This is an optimization exercise on Yosys and OpenROAD, whose aim is small area, a short achievable clock period and few clock cycles per item, not a production implementation.
The RTL was checked by simulation tests, not by an equivalence proof against the original design.

## design/flow/flow/run.sh

```bash
#!/bin/bash
# Standard layout, but the port buffers are sky130_fd_sc_hd__buf_1 instead of the delay
# buffer buffer_ports picks by default. Everything else is the standard flow's own flow (standard.sh).
set -euo pipefail
bash standard.sh "BUFFER_PORTS_ARGS=-buffer_cell sky130_fd_sc_hd__buf_1" finish > standard.log 2>&1
```

## design/flow/standard.sh

```bash
#!/bin/bash
# synth_recipe.tcl (not shown) runs the flow's synth.tcl, then flattens the netlist and writes it again
# the make line also repeats each setting of config.mk as NAME=value (left out here)
make -C /OpenROAD-flow-scripts/flow DESIGN_CONFIG=/design/flow/config.mk WORK_HOME=/design/flow/orfs CLKGATE_MAP_FILE= SYNTH_SCRIPT=/design/flow/synth_recipe.tcl "${@:-finish}"
```

## design/flow/config.mk

```make
export PLATFORM = sky130hd
export DESIGN_NAME = bch
export DESIGN_NICKNAME = bch
export VERILOG_FILES = /design/flow/design.v
export SDC_FILE = /design/flow/constraint.sdc
export NUM_CORES = 4
export LEC_CHECK = 0
export ABC_AREA = 1
export CAP_MARGIN = 20
export CORE_MARGIN = 2
export CORE_UTILIZATION = 40
export SETUP_SLACK_MARGIN = 3.8
export SLEW_MARGIN = 20
```

## design/flow/constraint.sdc

```tcl
create_clock -name core_clock -period 6.5 [get_ports {i_clk}]
set_input_delay 1.3000 -clock core_clock [delete_from_list [all_inputs] [get_ports {i_clk}]]
set_output_delay 1.3000 -clock core_clock [all_outputs]
set_load 0.01 [all_outputs]
```

## design/flow/design.v

```verilog
`default_nettype none
module bch (
	input  logic        i_clk,
	input  logic        i_arst_n,
	input  logic        i_set,
	input  logic [63:0] i_data,
	output logic        o_ready,
	output logic        o_finish,
	output logic [9:0]  o_data
);
	function automatic [9:0] qsolve(input [9:0] x);
		qsolve[0] = 1'b0;
		qsolve[1] = x[2] ^ x[4] ^ x[7];
		qsolve[2] = x[3] ^ x[4] ^ x[6] ^ x[7];
		qsolve[3] = x[1] ^ x[2] ^ x[4] ^ x[6] ^ x[9];
		qsolve[4] = x[3] ^ x[6] ^ x[7] ^ x[8] ^ x[9];
		qsolve[5] = x[0] ^ x[3] ^ x[6] ^ x[7] ^ x[9];
		qsolve[6] = x[7] ^ x[9];
		qsolve[7] = x[8] ^ x[9];
		qsolve[8] = x[6] ^ x[7] ^ x[9];
		qsolve[9] = x[8];
	endfunction
	function automatic [4:0] t_inv32(input [4:0] x);
		t_inv32[0] = 32'hbd89b432 >> x;
		t_inv32[1] = 32'hba357164 >> x;
		t_inv32[2] = 32'h4c98f3e8 >> x;
		t_inv32[3] = 32'h8a7ba4d8 >> x;
		t_inv32[4] = 32'hed3a0d2c >> x;
	endfunction
	function automatic [4:0] t_l31(input [4:0] x);
		t_l31[0] = 32'h1afb9244 >> x;
		t_l31[1] = 32'hb7903954 >> x;
		t_l31[2] = 32'h2dd584d8 >> x;
		t_l31[3] = 32'ha37162ac >> x;
		t_l31[4] = 32'h7a6628f0 >> x;
	endfunction
	function automatic [5:0] t_l33(input [4:0] x);
		t_l33[0] = 32'h69555995 >> x;
		t_l33[1] = 32'hf0c300ff >> x;
		t_l33[2] = 32'h63be30a6 >> x;
		t_l33[3] = 32'h5e952365 >> x;
		t_l33[4] = 32'h56651daa >> x;
		t_l33[5] = 32'h8000 >> x;
	endfunction
	function automatic [5:0] t_l33m3(input [4:0] x);
		t_l33m3[0] = 32'h965a9a64 >> x;
		t_l33m3[1] = 32'hcf33fcc0 >> x;
		t_l33m3[2] = 32'h7a2e688c >> x;
		t_l33m3[3] = 32'ha6d66bb8 >> x;
		t_l33m3[4] = 32'h95996594 >> x;
		t_l33m3[5] = 32'h0 >> x;
	endfunction
	function automatic [4:0] t_sq(input [4:0] x);
		t_sq[0] = 32'ha3be4c2d >> x;
		t_sq[1] = 32'hb51df26 >> x;
		t_sq[2] = 32'h6a3be4c2 >> x;
		t_sq[3] = 32'h30b51df2 >> x;
		t_sq[4] = 32'h7c985a8e >> x;
	endfunction
	function automatic [4:0] t_ki(input [5:0] x);
		t_ki[0] = 64'h1237cfb12 >> x;
		t_ki[1] = 64'h13c2010f2 >> x;
		t_ki[2] = 64'h1779327ba >> x;
		t_ki[3] = 64'hc81b604c >> x;
		t_ki[4] = 64'h18e9fe5c6 >> x;
	endfunction
	function automatic [4:0] t_kt(input [5:0] x);
		t_kt[0] = 64'h1e7d8948d >> x;
		t_kt[1] = 64'h1008794f0 >> x;
		t_kt[2] = 64'h993dd5de >> x;
		t_kt[3] = 64'hdb026320 >> x;
		t_kt[4] = 64'hff2e363a >> x;
	endfunction
	function automatic [9:0] t_a(input [4:0] x);
		t_a[0] = 32'h4ccccccc >> x;
		t_a[1] = 32'h70f0f0f0 >> x;
		t_a[2] = 32'h7f00ff00 >> x;
		t_a[3] = 32'h7fff0000 >> x;
		t_a[4] = 32'h2aaaaaaa >> x;
		t_a[5] = 32'h4ccccccc >> x;
		t_a[6] = 32'h70f0f0f0 >> x;
		t_a[7] = 32'h7f00ff00 >> x;
		t_a[8] = 32'h7fff0000 >> x;
		t_a[9] = 32'h2aaaaaaa >> x;
	endfunction
	function automatic [9:0] t_b(input [5:0] x);
		t_b[0] = 64'h199999998 >> x;
		t_b[1] = 64'h1e1e1e1e0 >> x;
		t_b[2] = 64'h1fe01fe00 >> x;
		t_b[3] = 64'h1fffe0000 >> x;
		t_b[4] = 64'haaaaaaaa >> x;
		t_b[5] = 64'h66666666 >> x;
		t_b[6] = 64'h1e1e1e1e >> x;
		t_b[7] = 64'h1fe01fe >> x;
		t_b[8] = 64'h1fffe >> x;
		t_b[9] = 64'h155555554 >> x;
	endfunction
	function automatic [4:0] m32(input [4:0] a, input [4:0] b);
		logic [8:0] p;
		p = '0;
		for (int i = 0; i < 5; i++)
			if (b[i])
				p = p ^ (9'(a) << i);
		for (int i = 8; i >= 5; i--)
			if (p[i])
				p = p ^ (9'b100101 << (i - 5));
		m32 = p[4:0];
	endfunction
	function automatic [4:0] sq32(input [4:0] a);
		sq32 = m32(a, a);
	endfunction
	function automatic [4:0] add31(input [4:0] a, input [4:0] b);
		logic [4:0] kg0;
		logic [4:0] kp0;
		logic [4:0] kg1;
		logic [4:0] kp1;
		logic [4:0] kg2;
		logic [4:0] kp2;
		logic [4:0] kg3;
		logic [4:0] kp3;
		logic [4:0] h;
		logic c;
		kg0 = a & b;
		kp0 = a ^ b;
		h = kp0;
		kg1[0] = kg0[0];
		kp1[0] = kp0[0];
		kg1[1] = kg0[1] | (kp0[1] & kg0[0]);
		kp1[1] = kp0[1] & kp0[0];
		kg1[2] = kg0[2] | (kp0[2] & kg0[1]);
		kp1[2] = kp0[2] & kp0[1];
		kg1[3] = kg0[3] | (kp0[3] & kg0[2]);
		kp1[3] = kp0[3] & kp0[2];
		kg1[4] = kg0[4] | (kp0[4] & kg0[3]);
		kp1[4] = kp0[4] & kp0[3];
		kg2[0] = kg1[0];
		kp2[0] = kp1[0];
		kg2[1] = kg1[1];
		kp2[1] = kp1[1];
		kg2[2] = kg1[2] | (kp1[2] & kg1[0]);
		kp2[2] = kp1[2] & kp1[0];
		kg2[3] = kg1[3] | (kp1[3] & kg1[1]);
		kp2[3] = kp1[3] & kp1[1];
		kg2[4] = kg1[4] | (kp1[4] & kg1[2]);
		kp2[4] = kp1[4] & kp1[2];
		kg3[0] = kg2[0];
		kp3[0] = kp2[0];
		kg3[1] = kg2[1];
		kp3[1] = kp2[1];
		kg3[2] = kg2[2];
		kp3[2] = kp2[2];
		kg3[3] = kg2[3];
		kp3[3] = kp2[3];
		kg3[4] = kg2[4] | (kp2[4] & kg2[0]);
		kp3[4] = kp2[4] & kp2[0];
		c = kg3[4] | kp3[4];
		add31[0] = h[0] ^ c;
		add31[1] = h[1] ^ (kg3[0] | (kp3[0] & c));
		add31[2] = h[2] ^ (kg3[1] | (kp3[1] & c));
		add31[3] = h[3] ^ (kg3[2] | (kp3[2] & c));
		add31[4] = h[4] ^ (kg3[3] | (kp3[3] & c));
	endfunction
	function automatic [9:0] add1023(input [9:0] a, input [9:0] b);
		logic [9:0] kg0;
		logic [9:0] kp0;
		logic [9:0] kg1;
		logic [9:0] kp1;
		logic [9:0] kg2;
		logic [9:0] kp2;
		logic [9:0] kg3;
		logic [9:0] kp3;
		logic [9:0] kg4;
		logic [9:0] kp4;
		logic [9:0] h;
		logic c;
		kg0 = a & b;
		kp0 = a ^ b;
		h = kp0;
		kg1[0] = kg0[0];
		kp1[0] = kp0[0];
		kg1[1] = kg0[1] | (kp0[1] & kg0[0]);
		kp1[1] = kp0[1] & kp0[0];
		kg1[2] = kg0[2] | (kp0[2] & kg0[1]);
		kp1[2] = kp0[2] & kp0[1];
		kg1[3] = kg0[3] | (kp0[3] & kg0[2]);
		kp1[3] = kp0[3] & kp0[2];
		kg1[4] = kg0[4] | (kp0[4] & kg0[3]);
		kp1[4] = kp0[4] & kp0[3];
		kg1[5] = kg0[5] | (kp0[5] & kg0[4]);
		kp1[5] = kp0[5] & kp0[4];
		kg1[6] = kg0[6] | (kp0[6] & kg0[5]);
		kp1[6] = kp0[6] & kp0[5];
		kg1[7] = kg0[7] | (kp0[7] & kg0[6]);
		kp1[7] = kp0[7] & kp0[6];
		kg1[8] = kg0[8] | (kp0[8] & kg0[7]);
		kp1[8] = kp0[8] & kp0[7];
		kg1[9] = kg0[9] | (kp0[9] & kg0[8]);
		kp1[9] = kp0[9] & kp0[8];
		kg2[0] = kg1[0];
		kp2[0] = kp1[0];
		kg2[1] = kg1[1];
		kp2[1] = kp1[1];
		kg2[2] = kg1[2] | (kp1[2] & kg1[0]);
		kp2[2] = kp1[2] & kp1[0];
		kg2[3] = kg1[3] | (kp1[3] & kg1[1]);
		kp2[3] = kp1[3] & kp1[1];
		kg2[4] = kg1[4] | (kp1[4] & kg1[2]);
		kp2[4] = kp1[4] & kp1[2];
		kg2[5] = kg1[5] | (kp1[5] & kg1[3]);
		kp2[5] = kp1[5] & kp1[3];
		kg2[6] = kg1[6] | (kp1[6] & kg1[4]);
		kp2[6] = kp1[6] & kp1[4];
		kg2[7] = kg1[7] | (kp1[7] & kg1[5]);
		kp2[7] = kp1[7] & kp1[5];
		kg2[8] = kg1[8] | (kp1[8] & kg1[6]);
		kp2[8] = kp1[8] & kp1[6];
		kg2[9] = kg1[9] | (kp1[9] & kg1[7]);
		kp2[9] = kp1[9] & kp1[7];
		kg3[0] = kg2[0];
		kp3[0] = kp2[0];
		kg3[1] = kg2[1];
		kp3[1] = kp2[1];
		kg3[2] = kg2[2];
		kp3[2] = kp2[2];
		kg3[3] = kg2[3];
		kp3[3] = kp2[3];
		kg3[4] = kg2[4] | (kp2[4] & kg2[0]);
		kp3[4] = kp2[4] & kp2[0];
		kg3[5] = kg2[5] | (kp2[5] & kg2[1]);
		kp3[5] = kp2[5] & kp2[1];
		kg3[6] = kg2[6] | (kp2[6] & kg2[2]);
		kp3[6] = kp2[6] & kp2[2];
		kg3[7] = kg2[7] | (kp2[7] & kg2[3]);
		kp3[7] = kp2[7] & kp2[3];
		kg3[8] = kg2[8] | (kp2[8] & kg2[4]);
		kp3[8] = kp2[8] & kp2[4];
		kg3[9] = kg2[9] | (kp2[9] & kg2[5]);
		kp3[9] = kp2[9] & kp2[5];
		kg4[0] = kg3[0];
		kp4[0] = kp3[0];
		kg4[1] = kg3[1];
		kp4[1] = kp3[1];
		kg4[2] = kg3[2];
		kp4[2] = kp3[2];
		kg4[3] = kg3[3];
		kp4[3] = kp3[3];
		kg4[4] = kg3[4];
		kp4[4] = kp3[4];
		kg4[5] = kg3[5];
		kp4[5] = kp3[5];
		kg4[6] = kg3[6];
		kp4[6] = kp3[6];
		kg4[7] = kg3[7];
		kp4[7] = kp3[7];
		kg4[8] = kg3[8] | (kp3[8] & kg3[0]);
		kp4[8] = kp3[8] & kp3[0];
		kg4[9] = kg3[9] | (kp3[9] & kg3[1]);
		kp4[9] = kp3[9] & kp3[1];
		c = kg4[9] | kp4[9];
		add1023[0] = h[0] ^ c;
		add1023[1] = h[1] ^ (kg4[0] | (kp4[0] & c));
		add1023[2] = h[2] ^ (kg4[1] | (kp4[1] & c));
		add1023[3] = h[3] ^ (kg4[2] | (kp4[2] & c));
		add1023[4] = h[4] ^ (kg4[3] | (kp4[3] & c));
		add1023[5] = h[5] ^ (kg4[4] | (kp4[4] & c));
		add1023[6] = h[6] ^ (kg4[5] | (kp4[5] & c));
		add1023[7] = h[7] ^ (kg4[6] | (kp4[6] & c));
		add1023[8] = h[8] ^ (kg4[7] | (kp4[7] & c));
		add1023[9] = h[9] ^ (kg4[8] | (kp4[8] & c));
	endfunction
	function automatic lt10(input [9:0] a, input [9:0] bn);
		logic [9:0] kg0;
		logic [9:0] kp0;
		logic [9:0] kg1;
		logic [9:0] kp1;
		logic [9:0] kg2;
		logic [9:0] kp2;
		logic [9:0] kg3;
		logic [9:0] kp3;
		logic [9:0] kg4;
		logic [9:0] kp4;
		logic [9:0] h;
		logic [9:0] b;
		logic c;
		b = ~bn;
		kg0 = a & b;
		kp0 = a ^ b;
		h = kp0;
		kg1[0] = kg0[0];
		kp1[0] = kp0[0];
		kg1[1] = kg0[1] | (kp0[1] & kg0[0]);
		kp1[1] = kp0[1] & kp0[0];
		kg1[2] = kg0[2] | (kp0[2] & kg0[1]);
		kp1[2] = kp0[2] & kp0[1];
		kg1[3] = kg0[3] | (kp0[3] & kg0[2]);
		kp1[3] = kp0[3] & kp0[2];
		kg1[4] = kg0[4] | (kp0[4] & kg0[3]);
		kp1[4] = kp0[4] & kp0[3];
		kg1[5] = kg0[5] | (kp0[5] & kg0[4]);
		kp1[5] = kp0[5] & kp0[4];
		kg1[6] = kg0[6] | (kp0[6] & kg0[5]);
		kp1[6] = kp0[6] & kp0[5];
		kg1[7] = kg0[7] | (kp0[7] & kg0[6]);
		kp1[7] = kp0[7] & kp0[6];
		kg1[8] = kg0[8] | (kp0[8] & kg0[7]);
		kp1[8] = kp0[8] & kp0[7];
		kg1[9] = kg0[9] | (kp0[9] & kg0[8]);
		kp1[9] = kp0[9] & kp0[8];
		kg2[0] = kg1[0];
		kp2[0] = kp1[0];
		kg2[1] = kg1[1];
		kp2[1] = kp1[1];
		kg2[2] = kg1[2] | (kp1[2] & kg1[0]);
		kp2[2] = kp1[2] & kp1[0];
		kg2[3] = kg1[3] | (kp1[3] & kg1[1]);
		kp2[3] = kp1[3] & kp1[1];
		kg2[4] = kg1[4] | (kp1[4] & kg1[2]);
		kp2[4] = kp1[4] & kp1[2];
		kg2[5] = kg1[5] | (kp1[5] & kg1[3]);
		kp2[5] = kp1[5] & kp1[3];
		kg2[6] = kg1[6] | (kp1[6] & kg1[4]);
		kp2[6] = kp1[6] & kp1[4];
		kg2[7] = kg1[7] | (kp1[7] & kg1[5]);
		kp2[7] = kp1[7] & kp1[5];
		kg2[8] = kg1[8] | (kp1[8] & kg1[6]);
		kp2[8] = kp1[8] & kp1[6];
		kg2[9] = kg1[9] | (kp1[9] & kg1[7]);
		kp2[9] = kp1[9] & kp1[7];
		kg3[0] = kg2[0];
		kp3[0] = kp2[0];
		kg3[1] = kg2[1];
		kp3[1] = kp2[1];
		kg3[2] = kg2[2];
		kp3[2] = kp2[2];
		kg3[3] = kg2[3];
		kp3[3] = kp2[3];
		kg3[4] = kg2[4] | (kp2[4] & kg2[0]);
		kp3[4] = kp2[4] & kp2[0];
		kg3[5] = kg2[5] | (kp2[5] & kg2[1]);
		kp3[5] = kp2[5] & kp2[1];
		kg3[6] = kg2[6] | (kp2[6] & kg2[2]);
		kp3[6] = kp2[6] & kp2[2];
		kg3[7] = kg2[7] | (kp2[7] & kg2[3]);
		kp3[7] = kp2[7] & kp2[3];
		kg3[8] = kg2[8] | (kp2[8] & kg2[4]);
		kp3[8] = kp2[8] & kp2[4];
		kg3[9] = kg2[9] | (kp2[9] & kg2[5]);
		kp3[9] = kp2[9] & kp2[5];
		kg4[0] = kg3[0];
		kp4[0] = kp3[0];
		kg4[1] = kg3[1];
		kp4[1] = kp3[1];
		kg4[2] = kg3[2];
		kp4[2] = kp3[2];
		kg4[3] = kg3[3];
		kp4[3] = kp3[3];
		kg4[4] = kg3[4];
		kp4[4] = kp3[4];
		kg4[5] = kg3[5];
		kp4[5] = kp3[5];
		kg4[6] = kg3[6];
		kp4[6] = kp3[6];
		kg4[7] = kg3[7];
		kp4[7] = kp3[7];
		kg4[8] = kg3[8] | (kp3[8] & kg3[0]);
		kp4[8] = kp3[8] & kp3[0];
		kg4[9] = kg3[9] | (kp3[9] & kg3[1]);
		kp4[9] = kp3[9] & kp3[1];
		lt10 = !(kg4[9] | kp4[9]);
	endfunction
	function automatic [6:0] a6(input [5:0] a, input [5:0] b);
		logic [5:0] kg0;
		logic [5:0] kp0;
		logic [5:0] kg1;
		logic [5:0] kp1;
		logic [5:0] kg2;
		logic [5:0] kp2;
		logic [5:0] kg3;
		logic [5:0] kp3;
		logic [5:0] h;
		logic c;
		kg0 = a & b;
		kp0 = a ^ b;
		h = kp0;
		kg1[0] = kg0[0];
		kp1[0] = kp0[0];
		kg1[1] = kg0[1] | (kp0[1] & kg0[0]);
		kp1[1] = kp0[1] & kp0[0];
		kg1[2] = kg0[2] | (kp0[2] & kg0[1]);
		kp1[2] = kp0[2] & kp0[1];
		kg1[3] = kg0[3] | (kp0[3] & kg0[2]);
		kp1[3] = kp0[3] & kp0[2];
		kg1[4] = kg0[4] | (kp0[4] & kg0[3]);
		kp1[4] = kp0[4] & kp0[3];
		kg1[5] = kg0[5] | (kp0[5] & kg0[4]);
		kp1[5] = kp0[5] & kp0[4];
		kg2[0] = kg1[0];
		kp2[0] = kp1[0];
		kg2[1] = kg1[1];
		kp2[1] = kp1[1];
		kg2[2] = kg1[2] | (kp1[2] & kg1[0]);
		kp2[2] = kp1[2] & kp1[0];
		kg2[3] = kg1[3] | (kp1[3] & kg1[1]);
		kp2[3] = kp1[3] & kp1[1];
		kg2[4] = kg1[4] | (kp1[4] & kg1[2]);
		kp2[4] = kp1[4] & kp1[2];
		kg2[5] = kg1[5] | (kp1[5] & kg1[3]);
		kp2[5] = kp1[5] & kp1[3];
		kg3[0] = kg2[0];
		kp3[0] = kp2[0];
		kg3[1] = kg2[1];
		kp3[1] = kp2[1];
		kg3[2] = kg2[2];
		kp3[2] = kp2[2];
		kg3[3] = kg2[3];
		kp3[3] = kp2[3];
		kg3[4] = kg2[4] | (kp2[4] & kg2[0]);
		kp3[4] = kp2[4] & kp2[0];
		kg3[5] = kg2[5] | (kp2[5] & kg2[1]);
		kp3[5] = kp2[5] & kp2[1];
		a6[0] = h[0];
		a6[1] = h[1] ^ kg3[0];
		a6[2] = h[2] ^ kg3[1];
		a6[3] = h[3] ^ kg3[2];
		a6[4] = h[4] ^ kg3[3];
		a6[5] = h[5] ^ kg3[4];
		a6[6] = kg3[5];
	endfunction
	function automatic [7:0] a7(input [6:0] a, input [6:0] b);
		logic [6:0] kg0;
		logic [6:0] kp0;
		logic [6:0] kg1;
		logic [6:0] kp1;
		logic [6:0] kg2;
		logic [6:0] kp2;
		logic [6:0] kg3;
		logic [6:0] kp3;
		logic [6:0] h;
		logic c;
		kg0 = a & b;
		kp0 = a ^ b;
		h = kp0;
		kg1[0] = kg0[0];
		kp1[0] = kp0[0];
		kg1[1] = kg0[1] | (kp0[1] & kg0[0]);
		kp1[1] = kp0[1] & kp0[0];
		kg1[2] = kg0[2] | (kp0[2] & kg0[1]);
		kp1[2] = kp0[2] & kp0[1];
		kg1[3] = kg0[3] | (kp0[3] & kg0[2]);
		kp1[3] = kp0[3] & kp0[2];
		kg1[4] = kg0[4] | (kp0[4] & kg0[3]);
		kp1[4] = kp0[4] & kp0[3];
		kg1[5] = kg0[5] | (kp0[5] & kg0[4]);
		kp1[5] = kp0[5] & kp0[4];
		kg1[6] = kg0[6] | (kp0[6] & kg0[5]);
		kp1[6] = kp0[6] & kp0[5];
		kg2[0] = kg1[0];
		kp2[0] = kp1[0];
		kg2[1] = kg1[1];
		kp2[1] = kp1[1];
		kg2[2] = kg1[2] | (kp1[2] & kg1[0]);
		kp2[2] = kp1[2] & kp1[0];
		kg2[3] = kg1[3] | (kp1[3] & kg1[1]);
		kp2[3] = kp1[3] & kp1[1];
		kg2[4] = kg1[4] | (kp1[4] & kg1[2]);
		kp2[4] = kp1[4] & kp1[2];
		kg2[5] = kg1[5] | (kp1[5] & kg1[3]);
		kp2[5] = kp1[5] & kp1[3];
		kg2[6] = kg1[6] | (kp1[6] & kg1[4]);
		kp2[6] = kp1[6] & kp1[4];
		kg3[0] = kg2[0];
		kp3[0] = kp2[0];
		kg3[1] = kg2[1];
		kp3[1] = kp2[1];
		kg3[2] = kg2[2];
		kp3[2] = kp2[2];
		kg3[3] = kg2[3];
		kp3[3] = kp2[3];
		kg3[4] = kg2[4] | (kp2[4] & kg2[0]);
		kp3[4] = kp2[4] & kp2[0];
		kg3[5] = kg2[5] | (kp2[5] & kg2[1]);
		kp3[5] = kp2[5] & kp2[1];
		kg3[6] = kg2[6] | (kp2[6] & kg2[2]);
		kp3[6] = kp2[6] & kp2[2];
		a7[0] = h[0];
		a7[1] = h[1] ^ kg3[0];
		a7[2] = h[2] ^ kg3[1];
		a7[3] = h[3] ^ kg3[2];
		a7[4] = h[4] ^ kg3[3];
		a7[5] = h[5] ^ kg3[4];
		a7[6] = h[6] ^ kg3[5];
		a7[7] = kg3[6];
	endfunction
	function automatic [5:0] add33(input [5:0] x, input [5:0] y);
		logic [5:0] sv;
		logic [5:0] cv;
		logic [6:0] s;
		logic [7:0] t;
		sv = x ^ y ^ 6'd31;
		cv = (x & y) | ((x | y) & 6'd31);
		s  = a6(x, y);
		t  = a7({1'b0, sv}, {cv, 1'b0});   
		add33 = t[6] ? t[5:0] : s[5:0];
	endfunction
	logic       busy;
	logic [3:0] cnt;
	logic       last;
	logic       fin;
	assign o_ready = !busy;
	assign last    = busy && (cnt == 4'd15);
	always_ff @(posedge i_clk or negedge i_arst_n) begin
		if (!i_arst_n) begin
			busy   <= 1'b0;
			cnt    <= '0;
			fin    <= 1'b0;
		end else begin
			fin    <= last;
			cnt    <= cnt + 1'b1;
			if (!busy) begin
				cnt  <= 4'd1;
				busy <= i_set;
			end else if (last) begin
				busy <= 1'b0;
			end
		end
	end
	logic [63:0] dm;
	logic [9:0]  acc1;
	logic [9:0]  acc3;
	logic [9:0]  fb1;
	logic [9:0]  fb3;
	assign dm  = {i_data[63] && !last, i_data[62:0]};   
	assign fb1 = busy ? acc1 : 10'd0;
	assign fb3 = busy ? acc3 : 10'd0;
	logic [343:0] sx;
	assign sx[0] = dm[5] ^ dm[53];
	assign sx[1] = dm[34] ^ dm[52];
	assign sx[2] = dm[7] ^ dm[46];
	assign sx[3] = dm[17] ^ dm[58];
	assign sx[4] = dm[14] ^ dm[33];
	assign sx[5] = dm[20] ^ dm[60];
	assign sx[6] = dm[27] ^ dm[29];
	assign sx[7] = dm[54] ^ dm[57];
	assign sx[8] = dm[10] ^ dm[37];
	assign sx[9] = dm[38] ^ dm[48];
	assign sx[10] = dm[31] ^ dm[62];
	assign sx[11] = dm[1] ^ dm[56];
	assign sx[12] = dm[23] ^ sx[0];
	assign sx[13] = dm[0] ^ dm[51];
	assign sx[14] = dm[24] ^ dm[61];
	assign sx[15] = dm[11] ^ dm[13];
	assign sx[16] = dm[36] ^ dm[45];
	assign sx[17] = dm[12] ^ dm[15];
	assign sx[18] = dm[9] ^ dm[40];
	assign sx[19] = dm[35] ^ dm[59];
	assign sx[20] = dm[3] ^ dm[18];
	assign sx[21] = dm[4] ^ sx[10];
	assign sx[22] = dm[32] ^ sx[4];
	assign sx[23] = sx[5] ^ sx[9];
	assign sx[24] = dm[6] ^ sx[3];
	assign sx[25] = sx[1] ^ sx[6];
	assign sx[26] = dm[47] ^ sx[11];
	assign sx[27] = fb3[7] ^ dm[43];
	assign sx[28] = dm[42] ^ dm[49];
	assign sx[29] = dm[16] ^ dm[26];
	assign sx[30] = sx[7] ^ sx[14];
	assign sx[31] = dm[30] ^ sx[2];
	assign sx[32] = sx[12] ^ sx[19];
	assign sx[33] = fb3[5] ^ fb3[9];
	assign sx[34] = fb3[3] ^ dm[21];
	assign sx[35] = dm[28] ^ dm[55];
	assign sx[36] = fb3[8] ^ dm[22];
	assign sx[37] = dm[2] ^ dm[50];
	assign sx[38] = dm[19] ^ dm[44];
	assign sx[39] = sx[8] ^ sx[15];
	assign sx[40] = fb1[4] ^ sx[17];
	assign sx[41] = fb3[4] ^ sx[33];
	assign sx[42] = fb3[6] ^ dm[39];
	assign sx[43] = fb1[7] ^ dm[43];
	assign sx[44] = dm[25] ^ sx[13];
	assign sx[45] = sx[18] ^ sx[29];
	assign sx[46] = sx[16] ^ sx[20];
	assign sx[47] = sx[27] ^ sx[34];
	assign sx[48] = dm[41] ^ sx[25];
	assign sx[49] = sx[22] ^ sx[39];
	assign sx[50] = sx[24] ^ sx[26];
	assign sx[51] = fb1[3] ^ fb1[5];
	assign sx[52] = fb3[2] ^ dm[34];
	assign sx[53] = dm[8] ^ dm[55];
	assign sx[54] = dm[11] ^ dm[49];
	assign sx[55] = dm[59] ^ sx[1];
	assign sx[56] = dm[42] ^ sx[2];
	assign sx[57] = dm[51] ^ sx[28];
	assign sx[58] = dm[20] ^ sx[18];
	assign sx[59] = dm[53] ^ sx[37];
	assign sx[60] = dm[21] ^ sx[38];
	assign sx[61] = dm[18] ^ sx[7];
	assign sx[62] = sx[21] ^ sx[23];
	assign sx[63] = fb3[0] ^ sx[30];
	assign sx[64] = fb1[1] ^ sx[40];
	assign sx[65] = dm[48] ^ sx[47];
	assign sx[66] = sx[25] ^ sx[31];
	assign sx[67] = sx[21] ^ sx[42];
	assign sx[68] = sx[15] ^ sx[23];
	assign sx[69] = fb1[6] ^ sx[32];
	assign sx[70] = fb3[1] ^ sx[32];
	assign sx[71] = dm[22] ^ sx[48];
	assign sx[72] = fb1[3] ^ fb1[9];
	assign sx[73] = fb1[2] ^ fb1[9];
	assign sx[74] = dm[12] ^ dm[56];
	assign sx[75] = dm[46] ^ sx[41];
	assign sx[76] = dm[15] ^ dm[17];
	assign sx[77] = dm[3] ^ dm[54];
	assign sx[78] = dm[16] ^ dm[24];
	assign sx[79] = dm[60] ^ sx[72];
	assign sx[80] = dm[26] ^ dm[29];
	assign sx[81] = dm[2] ^ dm[47];
	assign sx[82] = dm[0] ^ dm[32];
	assign sx[83] = dm[7] ^ dm[37];
	assign sx[84] = dm[39] ^ sx[73];
	assign sx[85] = dm[26] ^ dm[33];
	assign sx[86] = fb3[8] ^ dm[44];
	assign sx[87] = dm[13] ^ sx[51];
	assign sx[88] = fb1[0] ^ dm[61];
	assign sx[89] = dm[14] ^ dm[19];
	assign sx[90] = dm[3] ^ dm[4];
	assign sx[91] = sx[2] ^ sx[53];
	assign sx[92] = sx[0] ^ sx[52];
	assign sx[93] = sx[3] ^ sx[4];
	assign sx[94] = dm[25] ^ sx[36];
	assign sx[95] = dm[62] ^ sx[38];
	assign sx[96] = sx[54] ^ sx[85];
	assign sx[97] = sx[5] ^ sx[13];
	assign sx[98] = sx[43] ^ sx[84];
	assign sx[99] = dm[57] ^ sx[9];
	assign sx[100] = dm[0] ^ sx[35];
	assign sx[101] = sx[14] ^ sx[17];
	assign sx[102] = dm[63] ^ sx[28];
	assign sx[103] = dm[8] ^ sx[8];
	assign sx[104] = sx[36] ^ sx[76];
	assign sx[105] = dm[45] ^ sx[13];
	assign sx[106] = sx[6] ^ sx[8];
	assign sx[107] = sx[43] ^ sx[88];
	assign sx[108] = fb1[2] ^ sx[16];
	assign sx[109] = sx[22] ^ sx[44];
	assign sx[110] = dm[27] ^ sx[93];
	assign sx[111] = dm[39] ^ sx[56];
	assign sx[112] = dm[60] ^ sx[45];
	assign sx[113] = sx[24] ^ sx[75];
	assign sx[114] = sx[30] ^ sx[31];
	assign sx[115] = sx[46] ^ sx[59];
	assign sx[116] = sx[55] ^ sx[99];
	assign sx[117] = dm[52] ^ sx[61];
	assign sx[118] = sx[77] ^ sx[102];
	assign sx[119] = sx[12] ^ sx[40];
	assign sx[120] = dm[58] ^ sx[91];
	assign sx[121] = sx[60] ^ sx[66];
	assign sx[122] = sx[58] ^ sx[113];
	assign sx[123] = sx[49] ^ sx[90];
	assign sx[124] = sx[11] ^ sx[64];
	assign sx[125] = sx[16] ^ sx[65];
	assign sx[126] = sx[35] ^ sx[50];
	assign sx[127] = fb1[8] ^ sx[114];
	assign sx[128] = sx[50] ^ sx[62];
	assign sx[129] = sx[57] ^ sx[112];
	assign sx[130] = fb1[6] ^ dm[16];
	assign sx[131] = dm[28] ^ dm[36];
	assign sx[132] = sx[10] ^ sx[79];
	assign sx[133] = sx[130] ^ sx[131];
	assign sx[134] = sx[24] ^ sx[132];
	assign sx[135] = sx[133] ^ sx[109];
	assign sx[136] = sx[118] ^ sx[119];
	assign sx[137] = sx[134] ^ sx[121];
	assign sx[138] = sx[135] ^ sx[136];
	assign sx[139] = sx[137] ^ sx[138];
	assign sx[140] = dm[7] ^ dm[35];
	assign sx[141] = sx[4] ^ sx[18];
	assign sx[142] = sx[28] ^ sx[140];
	assign sx[143] = sx[107] ^ sx[141];
	assign sx[144] = sx[142] ^ sx[68];
	assign sx[145] = sx[117] ^ sx[119];
	assign sx[146] = sx[143] ^ sx[126];
	assign sx[147] = sx[144] ^ sx[145];
	assign sx[148] = sx[146] ^ sx[147];
	assign sx[149] = fb1[0] ^ fb1[1];
	assign sx[150] = fb1[4] ^ sx[149];
	assign sx[151] = sx[150] ^ dm[2];
	assign sx[152] = dm[15] ^ dm[22];
	assign sx[153] = dm[29] ^ dm[31];
	assign sx[154] = sx[1] ^ sx[35];
	assign sx[155] = sx[79] ^ sx[151];
	assign sx[156] = sx[152] ^ sx[153];
	assign sx[157] = sx[26] ^ sx[46];
	assign sx[158] = sx[154] ^ sx[155];
	assign sx[159] = sx[156] ^ sx[49];
	assign sx[160] = sx[157] ^ sx[158];
	assign sx[161] = sx[69] ^ sx[127];
	assign sx[162] = sx[159] ^ sx[160];
	assign sx[163] = sx[161] ^ sx[162];
	assign sx[164] = dm[5] ^ dm[10];
	assign sx[165] = dm[50] ^ sx[164];
	assign sx[166] = sx[61] ^ sx[96];
	assign sx[167] = sx[98] ^ sx[105];
	assign sx[168] = sx[165] ^ sx[62];
	assign sx[169] = sx[64] ^ sx[166];
	assign sx[170] = sx[167] ^ sx[121];
	assign sx[171] = sx[168] ^ sx[169];
	assign sx[172] = sx[170] ^ sx[171];
	assign sx[173] = dm[33] ^ dm[37];
	assign sx[174] = dm[53] ^ sx[29];
	assign sx[175] = sx[87] ^ sx[173];
	assign sx[176] = sx[55] ^ sx[108];
	assign sx[177] = sx[174] ^ sx[175];
	assign sx[178] = sx[176] ^ sx[177];
	assign sx[179] = sx[127] ^ sx[128];
	assign sx[180] = sx[178] ^ sx[179];
	assign sx[181] = fb1[8] ^ dm[52];
	assign sx[182] = sx[3] ^ sx[20];
	assign sx[183] = sx[80] ^ sx[89];
	assign sx[184] = sx[181] ^ sx[100];
	assign sx[185] = sx[182] ^ sx[183];
	assign sx[186] = sx[68] ^ sx[111];
	assign sx[187] = sx[184] ^ sx[185];
	assign sx[188] = sx[69] ^ sx[124];
	assign sx[189] = sx[186] ^ sx[187];
	assign sx[190] = sx[188] ^ sx[189];
	assign sx[191] = fb1[5] ^ dm[9];
	assign sx[192] = dm[12] ^ dm[14];
	assign sx[193] = dm[38] ^ dm[54];
	assign sx[194] = sx[54] ^ sx[83];
	assign sx[195] = sx[191] ^ sx[192];
	assign sx[196] = sx[193] ^ sx[44];
	assign sx[197] = sx[98] ^ sx[194];
	assign sx[198] = sx[195] ^ sx[115];
	assign sx[199] = sx[196] ^ sx[197];
	assign sx[200] = sx[71] ^ sx[126];
	assign sx[201] = sx[198] ^ sx[199];
	assign sx[202] = sx[200] ^ sx[201];
	assign sx[203] = dm[21] ^ dm[46];
	assign sx[204] = sx[87] ^ sx[203];
	assign sx[205] = sx[21] ^ sx[45];
	assign sx[206] = sx[103] ^ sx[204];
	assign sx[207] = sx[110] ^ sx[115];
	assign sx[208] = sx[116] ^ sx[205];
	assign sx[209] = sx[206] ^ sx[124];
	assign sx[210] = sx[207] ^ sx[208];
	assign sx[211] = sx[209] ^ sx[210];
	assign sx[212] = fb1[4] ^ dm[56];
	assign sx[213] = sx[37] ^ sx[78];
	assign sx[214] = sx[212] ^ sx[58];
	assign sx[215] = sx[60] ^ sx[106];
	assign sx[216] = sx[108] ^ sx[213];
	assign sx[217] = sx[109] ^ sx[117];
	assign sx[218] = sx[120] ^ sx[214];
	assign sx[219] = sx[215] ^ sx[216];
	assign sx[220] = sx[69] ^ sx[217];
	assign sx[221] = sx[218] ^ sx[219];
	assign sx[222] = sx[220] ^ sx[221];
	assign sx[223] = sx[51] ^ dm[17];
	assign sx[224] = dm[48] ^ sx[0];
	assign sx[225] = sx[53] ^ sx[74];
	assign sx[226] = sx[223] ^ sx[107];
	assign sx[227] = sx[224] ^ sx[225];
	assign sx[228] = sx[226] ^ sx[227];
	assign sx[229] = sx[71] ^ sx[123];
	assign sx[230] = sx[129] ^ sx[228];
	assign sx[231] = sx[229] ^ sx[230];
	assign sx[232] = dm[33] ^ sx[27];
	assign sx[233] = sx[26] ^ sx[95];
	assign sx[234] = sx[97] ^ sx[103];
	assign sx[235] = sx[104] ^ sx[232];
	assign sx[236] = sx[66] ^ sx[118];
	assign sx[237] = sx[233] ^ sx[234];
	assign sx[238] = sx[235] ^ sx[70];
	assign sx[239] = sx[236] ^ sx[237];
	assign sx[240] = sx[238] ^ sx[239];
	assign sx[241] = fb3[0] ^ fb3[9];
	assign sx[242] = sx[241] ^ dm[11];
	assign sx[243] = dm[41] ^ sx[82];
	assign sx[244] = sx[86] ^ sx[242];
	assign sx[245] = sx[31] ^ sx[45];
	assign sx[246] = sx[46] ^ sx[92];
	assign sx[247] = sx[101] ^ sx[106];
	assign sx[248] = sx[243] ^ sx[244];
	assign sx[249] = sx[245] ^ sx[246];
	assign sx[250] = sx[247] ^ sx[248];
	assign sx[251] = sx[128] ^ sx[249];
	assign sx[252] = sx[250] ^ sx[251];
	assign sx[253] = sx[33] ^ dm[1];
	assign sx[254] = dm[8] ^ dm[30];
	assign sx[255] = dm[40] ^ dm[47];
	assign sx[256] = dm[50] ^ sx[0];
	assign sx[257] = sx[10] ^ sx[17];
	assign sx[258] = sx[82] ^ sx[83];
	assign sx[259] = sx[253] ^ sx[254];
	assign sx[260] = sx[255] ^ sx[30];
	assign sx[261] = sx[47] ^ sx[94];
	assign sx[262] = sx[256] ^ sx[257];
	assign sx[263] = sx[258] ^ sx[259];
	assign sx[264] = sx[48] ^ sx[68];
	assign sx[265] = sx[260] ^ sx[261];
	assign sx[266] = sx[262] ^ sx[263];
	assign sx[267] = sx[264] ^ sx[265];
	assign sx[268] = sx[266] ^ sx[267];
	assign sx[269] = sx[41] ^ dm[10];
	assign sx[270] = dm[18] ^ dm[36];
	assign sx[271] = sx[81] ^ sx[89];
	assign sx[272] = sx[269] ^ sx[270];
	assign sx[273] = sx[12] ^ sx[94];
	assign sx[274] = sx[101] ^ sx[271];
	assign sx[275] = sx[272] ^ sx[67];
	assign sx[276] = sx[116] ^ sx[120];
	assign sx[277] = sx[273] ^ sx[274];
	assign sx[278] = sx[129] ^ sx[275];
	assign sx[279] = sx[276] ^ sx[277];
	assign sx[280] = sx[278] ^ sx[279];
	assign sx[281] = fb3[7] ^ fb3[9];
	assign sx[282] = sx[281] ^ dm[1];
	assign sx[283] = dm[9] ^ dm[28];
	assign sx[284] = dm[35] ^ dm[58];
	assign sx[285] = sx[5] ^ sx[20];
	assign sx[286] = sx[29] ^ sx[42];
	assign sx[287] = sx[282] ^ sx[283];
	assign sx[288] = sx[284] ^ sx[39];
	assign sx[289] = sx[59] ^ sx[95];
	assign sx[290] = sx[285] ^ sx[286];
	assign sx[291] = sx[287] ^ sx[63];
	assign sx[292] = sx[288] ^ sx[289];
	assign sx[293] = sx[290] ^ sx[71];
	assign sx[294] = sx[291] ^ sx[292];
	assign sx[295] = sx[293] ^ sx[294];
	assign sx[296] = fb3[2] ^ dm[5];
	assign sx[297] = sx[36] ^ sx[78];
	assign sx[298] = sx[296] ^ sx[26];
	assign sx[299] = sx[56] ^ sx[100];
	assign sx[300] = sx[297] ^ sx[65];
	assign sx[301] = sx[67] ^ sx[110];
	assign sx[302] = sx[298] ^ sx[299];
	assign sx[303] = sx[300] ^ sx[301];
	assign sx[304] = sx[302] ^ sx[303];
	assign sx[305] = sx[41] ^ dm[1];
	assign sx[306] = dm[6] ^ dm[24];
	assign sx[307] = dm[27] ^ dm[55];
	assign sx[308] = sx[7] ^ sx[19];
	assign sx[309] = sx[86] ^ sx[305];
	assign sx[310] = sx[306] ^ sx[307];
	assign sx[311] = sx[97] ^ sx[308];
	assign sx[312] = sx[309] ^ sx[310];
	assign sx[313] = sx[111] ^ sx[311];
	assign sx[314] = sx[312] ^ sx[123];
	assign sx[315] = sx[125] ^ sx[313];
	assign sx[316] = sx[314] ^ sx[315];
	assign sx[317] = sx[81] ^ sx[44];
	assign sx[318] = sx[92] ^ sx[96];
	assign sx[319] = sx[63] ^ sx[317];
	assign sx[320] = sx[318] ^ sx[122];
	assign sx[321] = sx[125] ^ sx[319];
	assign sx[322] = sx[320] ^ sx[321];
	assign sx[323] = fb3[4] ^ fb3[5];
	assign sx[324] = fb3[6] ^ sx[323];
	assign sx[325] = sx[324] ^ dm[45];
	assign sx[326] = sx[34] ^ sx[37];
	assign sx[327] = sx[80] ^ sx[325];
	assign sx[328] = sx[23] ^ sx[57];
	assign sx[329] = sx[104] ^ sx[326];
	assign sx[330] = sx[327] ^ sx[49];
	assign sx[331] = sx[63] ^ sx[328];
	assign sx[332] = sx[329] ^ sx[70];
	assign sx[333] = sx[330] ^ sx[331];
	assign sx[334] = sx[332] ^ sx[333];
	assign sx[335] = sx[6] ^ sx[20];
	assign sx[336] = sx[27] ^ sx[52];
	assign sx[337] = sx[74] ^ sx[22];
	assign sx[338] = sx[105] ^ sx[335];
	assign sx[339] = sx[336] ^ sx[67];
	assign sx[340] = sx[337] ^ sx[338];
	assign sx[341] = sx[70] ^ sx[122];
	assign sx[342] = sx[339] ^ sx[340];
	assign sx[343] = sx[341] ^ sx[342];
	always_ff @(posedge i_clk) begin
		acc1[0] <= sx[139];
		acc1[1] <= sx[148];
		acc1[2] <= sx[163];
		acc1[3] <= sx[172];
		acc1[4] <= sx[180];
		acc1[5] <= sx[190];
		acc1[6] <= sx[202];
		acc1[7] <= sx[211];
		acc1[8] <= sx[222];
		acc1[9] <= sx[231];
		acc3[0] <= sx[240];
		acc3[1] <= sx[252];
		acc3[2] <= sx[268];
		acc3[3] <= sx[280];
		acc3[4] <= sx[295];
		acc3[5] <= sx[304];
		acc3[6] <= sx[316];
		acc3[7] <= sx[322];
		acc3[8] <= sx[334];
		acc3[9] <= sx[343];
	end
	logic [11:0] st;      
	logic [4:0] r_31;     
	logic [5:0] r_33;
	logic [9:0] lin;      
	logic [9:0] lx;
	logic [4:0] qt;       
	logic [4:0] qn;       
	logic       qbz;      
	logic [4:0] raw31;
	logic [5:0] raw33;
	logic [5:0] m3_33;
	assign lx = fin ? acc1 : lin;
	logic [4:0] opa;
	logic [4:0] op1b;
	logic [4:0] op2b;
	logic [4:0] esq;
	assign esq  = t_sq(r_31);
	assign opa  = st[3] ? esq : lx[4:0];
	assign op1b = st[3] ? t_ki(r_33) : t_inv32(lx[9:5]);
	assign op2b = st[3] ? t_kt(r_33) : lx[9:5];
	always_ff @(posedge i_clk) begin
		qt  <= m32(opa, op1b);
		qn  <= m32(opa, op2b) ^ (st[3] ? 5'd0 : (sq32(lx[4:0]) ^ sq32(lx[9:5])));
		qbz <= (lx[9:5] == 5'd0);
	end
	assign raw31 = t_l31(qn);
	assign raw33 = qbz ? 6'd0 : t_l33(qt);
	assign m3_33 = qbz ? 6'd0 : t_l33m3(qt);
	logic [4:0] x31;
	logic [5:0] x33;
	always_ff @(posedge i_clk) begin
		x31 <= raw31;
		x33 <= st[0] ? m3_33 : raw33;
	end
	logic [4:0] r1_31;    
	logic [5:0] r1_33;
	logic       r1h;
	logic [4:0] op31;
	logic [5:0] op33;
	logic       s1z;      
	logic       s3z;      
	logic       single;
	logic       nosol;    
	logic       sgl_n;
	logic [9:0] p;
	logic [9:0] p1;
	logic [9:0] od;
	logic       of;
	logic [1:0] ocnt;
	logic       od_lt;
	logic       empty;
	always_ff @(posedge i_clk or negedge i_arst_n) begin
		if (!i_arst_n) begin
			st <= '0;
		end else begin
			st <= {st[10:0], fin};
		end
	end
	assign r1_31 = {r1h, p1[9:6]};
	assign r1_33 = p1[5:0];
	assign op31 = st[1] ? {x31[3:0], x31[4]} : st[2] ? ~r_31 : r1_31;
	assign op33 = st[1] ? 6'd0 : st[2] ? r_33 : r1_33;
	assign sgl_n = !s3z && (r_31 == 5'd0) && (r_33 == 6'd0);
	logic [9:0] exq;
	logic       sglq;
	assign exq = {qt, qn};
	always_ff @(posedge i_clk) begin
		sglq <= sgl_n;
	end
	logic [4:0] c31;
	logic [9:0] cb;
	always_ff @(posedge i_clk) begin
		c31 <= r_31;
		cb  <= t_b(r_33);
	end
	assign p     = add1023(t_a(c31), cb);
	assign od_lt = lt10(od, p1);
	assign empty = s1z || (!single && nosol);
	always_ff @(posedge i_clk) begin
		if (fin) begin
			s1z <= (acc1 == 10'd0);
			lin <= acc3;
		end else if (st[4]) begin
			lin <= sglq ? 10'd1 : s3z ? 10'd32 : (qsolve(exq) ^ 10'd32);
		end else begin
			lin <= lin ^ 10'd1;
		end
		if (st[0]) begin
			s3z   <= (lin == 10'd0);
			r1h   <= raw31[4];
		end
		if (st[4]) begin
			single <= sglq;
			nosol  <= !s3z && ^(exq & 10'd288);
		end
		r_31 <= add31(x31, op31);
		r_33 <= add33(x33, op33);
		if (st[0])
			p1 <= {raw31[3:0], raw33};
		else if (st[9] || (st[11] && !od_lt))
			p1 <= st[9] ? p : od;
	end
	assign o_finish = of;
	assign o_data   = od;
	always_ff @(posedge i_clk or negedge i_arst_n) begin
		if (!i_arst_n) begin
			of   <= 1'b0;
			ocnt <= '0;
		end else begin
			if (st[11]) begin
				of   <= 1'b1;
				ocnt <= empty ? 2'd0 : single ? 2'd1 : 2'd2;
			end else if (of) begin
				if (ocnt == 2'd0)
					of <= 1'b0;
				else
					ocnt <= ocnt - 1'b1;
			end
		end
	end
	always_ff @(posedge i_clk) begin
		if (st[10]) begin
			od <= p;
		end else if (st[11]) begin
			if (empty)
				od <= 10'd1023;
			else if (single || !od_lt)
				od <= p1;
		end else if (ocnt == 2'd2) begin
			od <= p1;
		end else begin
			od <= 10'd1023;
		end
	end
endmodule
`default_nettype wire
```

==> results of run 1 <==
[worst reg2reg max path, stage by stage (launching register included)]
cell and delay (ns):
sky130_fd_sc_hd__dfrtp_2 0.45, sky130_fd_sc_hd__inv_2 0.11, sky130_fd_sc_hd__nor2_2 0.04, sky130_fd_sc_hd__nor3_2 0.21
sky130_fd_sc_hd__inv_1 0.11, sky130_fd_sc_hd__ha_4 0.30, sky130_fd_sc_hd__inv_6 0.04, sky130_fd_sc_hd__buf_4 0.14
sky130_fd_sc_hd__o31ai_1 0.39, sky130_fd_sc_hd__a21oi_1 0.15, sky130_fd_sc_hd__nor2_1 0.11, sky130_fd_sc_hd__nor2_1 0.06
sky130_fd_sc_hd__or2_2 0.28, sky130_fd_sc_hd__a31oi_1 0.17
[stage by stage]
stage / worst slack, ns / hold WS, ns / util (%)
finish: 3.82 / 0.340 / 48.4
global placement: 3.15 / 0.333 / 42.8
CTS: 3.79 / 0.342 / 45.7
floorplan: 3.81 / 0.326 / -
global route: 3.72 / 0.345 / 48.4
detailed placement: 3.08 / 0.335 / 42.8
[how the worst max path moves through the flow]
stage	from	endpoint	depth (start not counted)
3_3_place_gp	r_33[3]	r_33[5]	13
2_1_floorplan	i_data[58]	acc1[6]	8
5_1_grt	st[2]	r_33[5]	16
4_1_cts	i_data[0]	acc1[6]	13
3_5_place_dp	r_33[2]	r_33[5]	13
6_report	i_data[54]	acc1[2]	8
[flip-flops by register name, indices dropped and copies added, names as in the netlist, 2 cells and up]
signal and count:
x33 6, cnt 4, c31 5, lin 10, r_33 6, r_31 5, od 10, ocnt 2
acc1 10, cb 10, p1 10, acc3 10, st 12, x31 5, qt 5, qn 5
[placed cells by master (no fill, tap or decap), drive strengths merged, types with 2 or more instances in the layout]
cell type,Yosys,layout
dfxtp,70,70
nor2,134,134
a22oi,3,3
o2111ai,4,4
a32o,3,3
inv,216,218
a22o,2,2
nor3,18,18
o22ai,4,4
o21ai,101,101
nand4,6,6
o211ai,11,11
ha,80,80
clkbuf,15,29
o31ai,10,10
o32ai,4,4
bufinv,0,2
nand2,490,491
fa,3,3
o21bai,3,3
a21boi,2,2
xnor2,161,161
nand3b,12,12
clkinv,4,9
edfxtp,34,34
clkinvlp,0,5
nand3,128,128
a211oi,2,2
or2,11,11
a31oi,7,7
nor4,8,8
buf,20,118
dfrtp,21,21
a21oi,66,66
xor2,203,203
[routing by layer]
layer | vias up | global-route usage, % | wire length (um)
met5 | - | 0 | 0
met4 | 0 | 8.38 | 1330
met3 | 77 | 2.19 | 1890
met2 | 409 | 43.3 | 20700
met1 | 5721 | 29.8 | 17200
li1 | 6173 | - | -
[layout make-up]
cell class / count / area [um^2] / share of cell area (%)
clock inverter: 14 / 141 / 0.904
timing repair buffer: 129 / 724 / 4.63
multi-input combinational: 1484 / 9950 / 63.6
clock buffer: 18 / 439 / 2.81
tap: 442 / 553 / 3.54
sequential: 125 / 2990 / 19.1
inverter: 220 / 843 / 5.39
[cells by family (layout without fill, tap and decap cells)]
group                      count (synthesis)  after routing
xor gates and xnor gates                 364            364
and+or+nand+nor                          809            810
DFF                                      125            125
buffers and inverters                    255            381
adders and majority gates                 83             83
muxes                                      1              1
AOI/OAI and AO/OA                        226            226
[repair_timing]
item,in CTS,in global routing
gates cloned,0,3
gates resized for setup,58,144
setup buffers,11,36
endpoints found under the setup margin,56,82
pin swaps,10,46
==> summary.md, run 1 <==
The synthesized netlist devotes 25.7% of its cell area to simple gates. Counting every net in the synthesized netlist gives 2,013. The worst hold path startpoint is st[5]. Post-synthesis mux area share: 0.0768%.

Largest area contributor in the synthesized netlist: sky130_fd_sc_hd__nand2_1. In the final routed layout, each cell accounts on average for 16.9 um. The count of endpoints failing hold in the final timing report was 0; the number of remaining DRC errors was 0. After synthesis, the largest family of logic cells by area is XOR/XNOR gates. The via count of the first global-routing pass is 11.7k, and the number of I/O port buffers is 78. The floorplan has 66 rows. Yosys mapped a number of flops with a built-in enable equal to 34. Clock latency of the later-clocked register in the worst-skew pair: 0.43 ns.

Summing every instance area after synthesis gives 13,000 um^2. After detailed routing, the number of vias per cell comes to 5.09. Summing the areas of all compound-gate instances in the mapped netlist gives 9.99% of the synthesized area.

The run gives 34,100 um^2 as the floorplan die area. Setup repair after global routing could not meet its margin everywhere. Each instance of the synthesized netlist takes up on average 7.00 um^2.

The slowest stage cell on the critical path was sky130_fd_sc_hd__xnor2_2. The tools report the number of search-and-repair iterations in the first detailed-routing pass as 5. Kind of end point of the critical path: a register.

Summing the sequential cell areas from Yosys gives 22.6% of the chip area. The tree is rooted in a sky130_fd_sc_hd__clkbuf_16. The path with the worst hold slack has its endpoint at st[6]. Entering global routing, the biggest net connects 29 pins.

The signed area change from the synthesized netlist to the final layout is 19.9%. The cell depth of the worst flop-to-flop path works out to 13. Across all register-to-register paths, the minimum setup slack is 3.85 ns. In the post-synthesis netlist, the biggest area contributors are sky130_fd_sc_hd__nand2_1, sky130_fd_sc_hd__xor2_1, sky130_fd_sc_hd__dfxtp_1, sky130_fd_sc_hd__xnor2_1, sky130_fd_sc_hd__edfxtp_1. Gate family responsible for the most delay along the worst path: XOR/XNOR gates. At the pin with the least slew margin, the transition time is 0.945 ns.

The worst setup path is of the in2reg kind. Setup violations remaining at the end of the flow were counted as 0. 0 antenna diodes ended up in the layout.

Wires add up to 41,200 um. Headroom to the max-slew limit came out at 36.8%. Fraction of synthesized cell area in xor and xnor cells: 25.8%.

Adding up every negative setup slack in the final design gives 0 ns. Launching element type of the critical path: an input pin. After synthesis, the most frequently instantiated cells are sky130_fd_sc_hd__nand2_1, sky130_fd_sc_hd__inv_1, sky130_fd_sc_hd__xor2_1, sky130_fd_sc_hd__xnor2_1, sky130_fd_sc_hd__nor2_1. The detailed router finished its first iteration with 937 violations. The number of antenna violations at the first check in global routing is 0, and the maximum fanout along the worst path is 3.

The share of the synthesized area in the top cell type is 14.0%, and the global-route wire length before repair is 63,500 um. For this design the top-level I/O count stands at 79. The register bit count reported by yosys is 125, and the vertical die dimension is 185 um. For the arrival time of the worst setup path, the log shows 3.00 ns.

Finished layout cell area: 15,600 um^2. The number of nets in the finished design is 2,127, and the initial core utilization is 40.4%. For this run the aggregate overflow at the end of global routing stands at 0. The most frequently used flop master after synthesis is sky130_fd_sc_hd__dfxtp_1.

The longest clock path from root to sink contains 2 buffers. The total number of clock tree sinks came out at 125. The H-tree generated during clock tree synthesis spans 4 levels.

The number of fillers in the final layout was 3,203. Clock slew at the register clock pins of the worst setup and hold paths: 0.06 ns.

In this run the horizontal extent of the chip is 185 um. The run finished with no timing, DRC or antenna violations. The fmax was 374 MHz; the data required time of the critical path was 6.83 ns. The post-placement cell count is 2,350. In the final layout, the share of cells above drive strength 1 is 14.1%.

The logs give 32,600 um for the detailed placer's ending HPWL and 32,300 um^2 for the total core area. The share of synthesized cell area in full adder, half adder and majority cells is 8.14%. Subtracting the final worst setup slack from the clock period gives 2.68 ns. Buffers inserted to repair hold after CTS numbered 0. The routed layout has 12.4k vias. The run gives 0.980 as the placer congestion estimate. Max-cap violations in this run came to 0. Leaving out filler cells and counting taps, the final layout contains 2,432.

The count of nets left with antenna violations once routing finished came out at 0. The tools report the unique cell type count in the Yosys netlist as 56. The classification of the worst-slack hold path was reg2reg. In the finished design, the share of the clock period the worst path needs comes to 41.2%. The post-synthesis instance total came out at 1,863. The worst hold path passes through 0 cells. The critical path goes through buf_1, xnor2_2, xnor2_2, xor2_1, xor2_2, xor2_2, nand3b_1, nand2_1. TritonCTS created 17 clock buffers.

The overall fraction of global-route tracks in use is 24.0%. The run gives 0 as the final count of pins violating max slew. In the synthesized netlist the async set-or-reset flop fraction comes to 16.8%. The critical path's largest stage delay is 0.39 ns. TritonCTS built the clock tree. The count of buffering cells on the critical path with inverters included is 1.

The capture instance of the worst register-to-register path was r_33[5]. The run gives 0.0111 ns as the worst setup skew after layout. By instance count, the leading cell after synthesis is sky130_fd_sc_hd__nand2_1. The tools report the worst flop-to-flop path startpoint as st[2]. The run gives 13,800 um^2 as the cell area after placement. The run gives 1 as the warning count from the yosys run.
Testbench counts, summed over its fixed seeds: cycles 3,193, items 192.
==> run 2: changes to the inputs <==
==> design/flow/flow/run.sh (replaced) <==
#!/bin/bash
# Standard layout, but the port buffers are sky130_fd_sc_hd__buf_2 instead of the delay
# buffer buffer_ports picks by default. Everything else is the standard flow's own flow (standard.sh).
set -euo pipefail
bash standard.sh "BUFFER_PORTS_ARGS=-buffer_cell sky130_fd_sc_hd__buf_2" finish > standard.log 2>&1
==> run 2 against run 1 <==
Net effect:
- utilization down 0.70 points
- sequential cell count unchanged
- clock skew increased by 0.0063 ns
- global-route usage decreased by 0.13 points
- design area is 1.4% lower
- via count fell by 0.19%
==> summary.md, run 2 <==
The setup total negative slack was 0 ns (unchanged). The number of search-and-repair iterations in the first detailed-routing pass is 5 (unchanged). Net count after synthesis: 2,013 (unchanged). The via count normalized by instance count was 5.14 (was 5.09). The run gives 125 (unchanged) as the total number of clock tree sinks.

The number of remaining DRC errors was 0 (unchanged). The launching element type of the critical path is a register (was an input pin). Largest register by flop count: st (unchanged). The slew of the pin with the lowest slew margin was 0.767 ns (was 0.945 ns). The number of I/O pins came out at 79 (unchanged).

The most frequently used flop master after synthesis was sky130_fd_sc_hd__dfxtp_1 (unchanged). TritonCTS built the clock tree. The count of endpoints failing hold in the final timing report is 0 (unchanged), and the fmax is 374 MHz (about the same). List of most frequent post-synthesis cells: sky130_fd_sc_hd__nand2_1, sky130_fd_sc_hd__inv_1, sky130_fd_sc_hd__xor2_1, sky130_fd_sc_hd__xnor2_1, sky130_fd_sc_hd__nor2_1 (unchanged).

The global-route wire length before repair came out at 63,500 um (about the same). Setup repair after global routing could not meet its margin everywhere. The tools report the clock root buffer as sky130_fd_sc_hd__clkbuf_16 (unchanged).

Classification of the worst-slack hold path: reg2reg (unchanged). The post-placement cell count is 2,349 (was 2,350). Cell-by-cell listing of the critical path: inv_2, nor2_2, nor3_2, inv_1, ha_4, inv_6, ha_4, a21oi_2, inv_1, a31oi_2, o21ai_2, a21oi_2, xor2_2, buf_6, nor2_2, a31oi_1 (was buf_1, xnor2_2, xnor2_2, xor2_1, xor2_2, xor2_2, nand3b_1, nand2_1). The logs give 0 (unchanged) for the antenna diode count and 3,197 (was 3,203) for the number of fillers in the final layout. The overall fraction of global-route tracks in use is 23.9% (was 24.0%), and the number of flip-flops in the largest register is 12 (unchanged). The number of antenna violations at the first check in global routing was 0 (unchanged); the number of maximum-capacitance violations was 0 (unchanged). Post-detailed-routing wire length: 39,900 um (was 41,200 um). Commonest cells after routing, fill and taps aside: sky130_fd_sc_hd__nand2_1, sky130_fd_sc_hd__inv_1, sky130_fd_sc_hd__xor2_1 (unchanged). Overall overflow remaining after global route: 0 (unchanged). The detailed-route wire length per cell is 16.6 um (was 16.9 um). The initial core utilization is 40.4% (unchanged), and the final-report setup violation count is 0 (unchanged). The number of cell rows was 66 (unchanged). The detailed placer's ending HPWL is 32,400 um (was 32,600 um). The slowest stage cell on the critical path is sky130_fd_sc_hd__dfrtp_2 (was sky130_fd_sc_hd__xnor2_2). The final count of pins violating max slew came out at 0 (unchanged). The arrival time of the worst setup path is 3.01 ns (was 3.00 ns), and the number of standard cells in the layout, taps in and fillers out is 2,406 (was 2,432).

The run gives 12.0k (was 11.7k) as the via count of the first global-routing pass. The proportion of synthesized flip-flops having asynchronous set or reset was 16.8% (unchanged). The shortest clock period the worst path allows after layout came out at 2.67 ns (was 2.68 ns). The flow ran to the end and the layout has no timing, DRC or antenna violations. Layout cell share with drive strength beyond 1: 15.0% (was 14.1%). Sequential share of the synthesized area: 22.6% (unchanged).

Kind of end point of the critical path: a register (unchanged). The critical path's largest stage delay was 0.45 ns (was 0.39 ns); the share of the synthesized area in the top cell type was 14.0% (unchanged). For the number of clock buffers inserted by TritonCTS, the log shows 17 (unchanged). The placer congestion estimate was 0.967 (was 0.980); the initial detailed-routing violation count was 764 (was 937).

The tools report the number of buffers on the longest clock path as 2 (unchanged). The residual antenna-violating net count after detailed routing was 0 (unchanged); the unique cell type count in the Yosys netlist was 56 (unchanged). For the worst setup skew after layout, the log shows 0.0174 ns (was 0.0111 ns). The clock slew at the register clock pins of the worst setup and hold paths is 0.06 ns (about the same), and the signed area change from the synthesized netlist to the final layout is 18.2% (was 19.9%).

The largest area contributor in the synthesized netlist is sky130_fd_sc_hd__nand2_1 (unchanged). The number of synthesized flops with an enable pin works out to 34 (unchanged). The total core area was 32,300 um^2 (unchanged); the number of nets in the finished design was 2,101 (was 2,127). The register bit count reported by yosys works out to 125 (unchanged). Overall die width: 185 um (unchanged).

The leading cell type in the layout, fill and taps excluded is sky130_fd_sc_hd__nand2_1 (unchanged). The run gives 0.42 ns (was 0.43 ns) as the clock latency of the later-clocked register in the worst-skew pair. The logs give 1 (unchanged) for the warning count from the yosys run and 12.4k (about the same) for the total via count after detailed routing. The vertical die dimension is 185 um (unchanged). The number of I/O port buffers was 78 (unchanged).

The tools report the data required time of the critical path as 6.83 ns (about the same). The floorplan die area was 34,100 um^2 (unchanged). The period utilization is 41.1% (was 41.2%). The run gives 13,000 um^2 (unchanged) as the post-synthesis cell area.

The normalized max-slew margin was 48.7% (was 36.8%); the post-synthesis instance total was 1,863 (unchanged). The critical path class was reg2reg (was in2reg). The maximum fanout along the worst path came out at 8 (was 3). The number of H-tree branching levels is 4 (unchanged), and the pin count of the biggest net entering global routing is 29 (unchanged). The most frequent cell after synthesis was sky130_fd_sc_hd__nand2_1 (unchanged). Synthesized area per cell: 7.00 um^2 (unchanged). Cell types with the largest area share after synthesis: sky130_fd_sc_hd__nand2_1, sky130_fd_sc_hd__xor2_1, sky130_fd_sc_hd__dfxtp_1, sky130_fd_sc_hd__xnor2_1, sky130_fd_sc_hd__edfxtp_1 (unchanged).
## run 2: cell counts after synthesis
Identical to the previous run, type by type.
## run 2: worst max-delay path, delay by kind of cell (launching register included)
family / cells / cell delay, ns
fa+ha+maj: 2 / 0.46
compound gates: 5 / 0.70
flops: 1 / 0.45
xor+xnor: 1 / 0.20
simple gates: 3 / 0.29
buf+inv: 5 / 0.49
## run 2: path summary, 6_finish.rpt
check | start | to | slack [ns] | cells after the start
setup reg to reg | st[2] | r_33[5] | 3.83 | 16
min in group asynchronous | i_arst_n | busy | 0.86 | 1
max in group asynchronous | i_arst_n | st[3] | 5.20 | 1
hold reg to reg | st[8] | st[9] | 0.34 | 0
hold / removal | st[8] | st[9] | 0.34 | 0
setup / recovery | st[2] | r_33[5] | 3.83 | 16
## run 2: cells by family after synthesis
family	Yosys count	synth area share [%]
buf+inv	255	7.74
fa+ha+maj	83	8.14
xor+xnor	364	25.8
flops	125	22.6
mux	1	0.0768
simple gates	809	25.7
compound gates	226	9.99
## run 2: final cells by class
cell class                 instances  area [um^2]  area share [%]
multi-input combinational       1484         9770            63.4
sequential                       125         2980            19.4
inverter                         220          846            5.49
clock inverter                    10          184            1.19
clock buffer                      22          475            3.08
tap                              442          553            3.59
timing repair buffer             103          602            3.90
## run 2: routing by layer
metal	global-route usage [%]	vias up	wire length [um]
li1	-	6112	-
met1	29.4	5762	16600
met2	43.2	404	20100
met3	2.00	78	1780
met4	9.06	0	1410
met5	0	-	0
## run 2: timing repair
item | CTS | global route
pin swaps | 4 | 29
resized for setup | 47 | 106
cloned | 0 | 1
endpoints found under the setup margin | 49 | 59
buffers inserted | 7 | 17
hold buffers | 0 | 0
## run 2: through the flow
step / hold WS, ns / worst slack, ns / area, um^2 / util [%]
2_1_floorplan: 0.326 / 3.81 / 13200 / -
3_3_place_gp: 0.331 / 3.19 / 13900 / 43.1
3_5_place_dp: 0.337 / 3.09 / 13900 / 43.1
4_1_cts: 0.340 / 3.80 / 14800 / 46.0
5_1_grt: 0.358 / 3.70 / 15400 / 47.7
6_report: 0.340 / 3.83 / 15400 / 47.7

==> port drivers added, routing unchanged <==
The flow's constraints put no driver on any port. The routed layouts listed below were extracted and timed again, unchanged, in two steps. Step 1 (the two cells are an assumption about what drives the block):
set clk [get_ports {i_clk}]
set_driving_cell -lib_cell sky130_fd_sc_hd__clkbuf_16 $clk
set_driving_cell -lib_cell sky130_fd_sc_hd__buf_2 [delete_from_list [all_inputs] $clk]
Step 2 also shifts input and output timing later by t, the mid clock arrival at the registers, as if the neighbouring blocks saw the same clock. Three values: ideal, step 1, step 2; two values: the first two.
run	t, ns	slack for setup (ns)	clock arrival spread, ns
run 1	0.463	3.824 / 3.841 / 3.381	0.014 / 0.013
run 2	0.457	3.830 / 3.830 / 3.422	0.017 / 0.018
After both steps setup and hold are still met in every run listed. For run 1, which loses most, drivers alone change the setup slack by +0.017 ns; drivers and shift together by -0.443 ns.
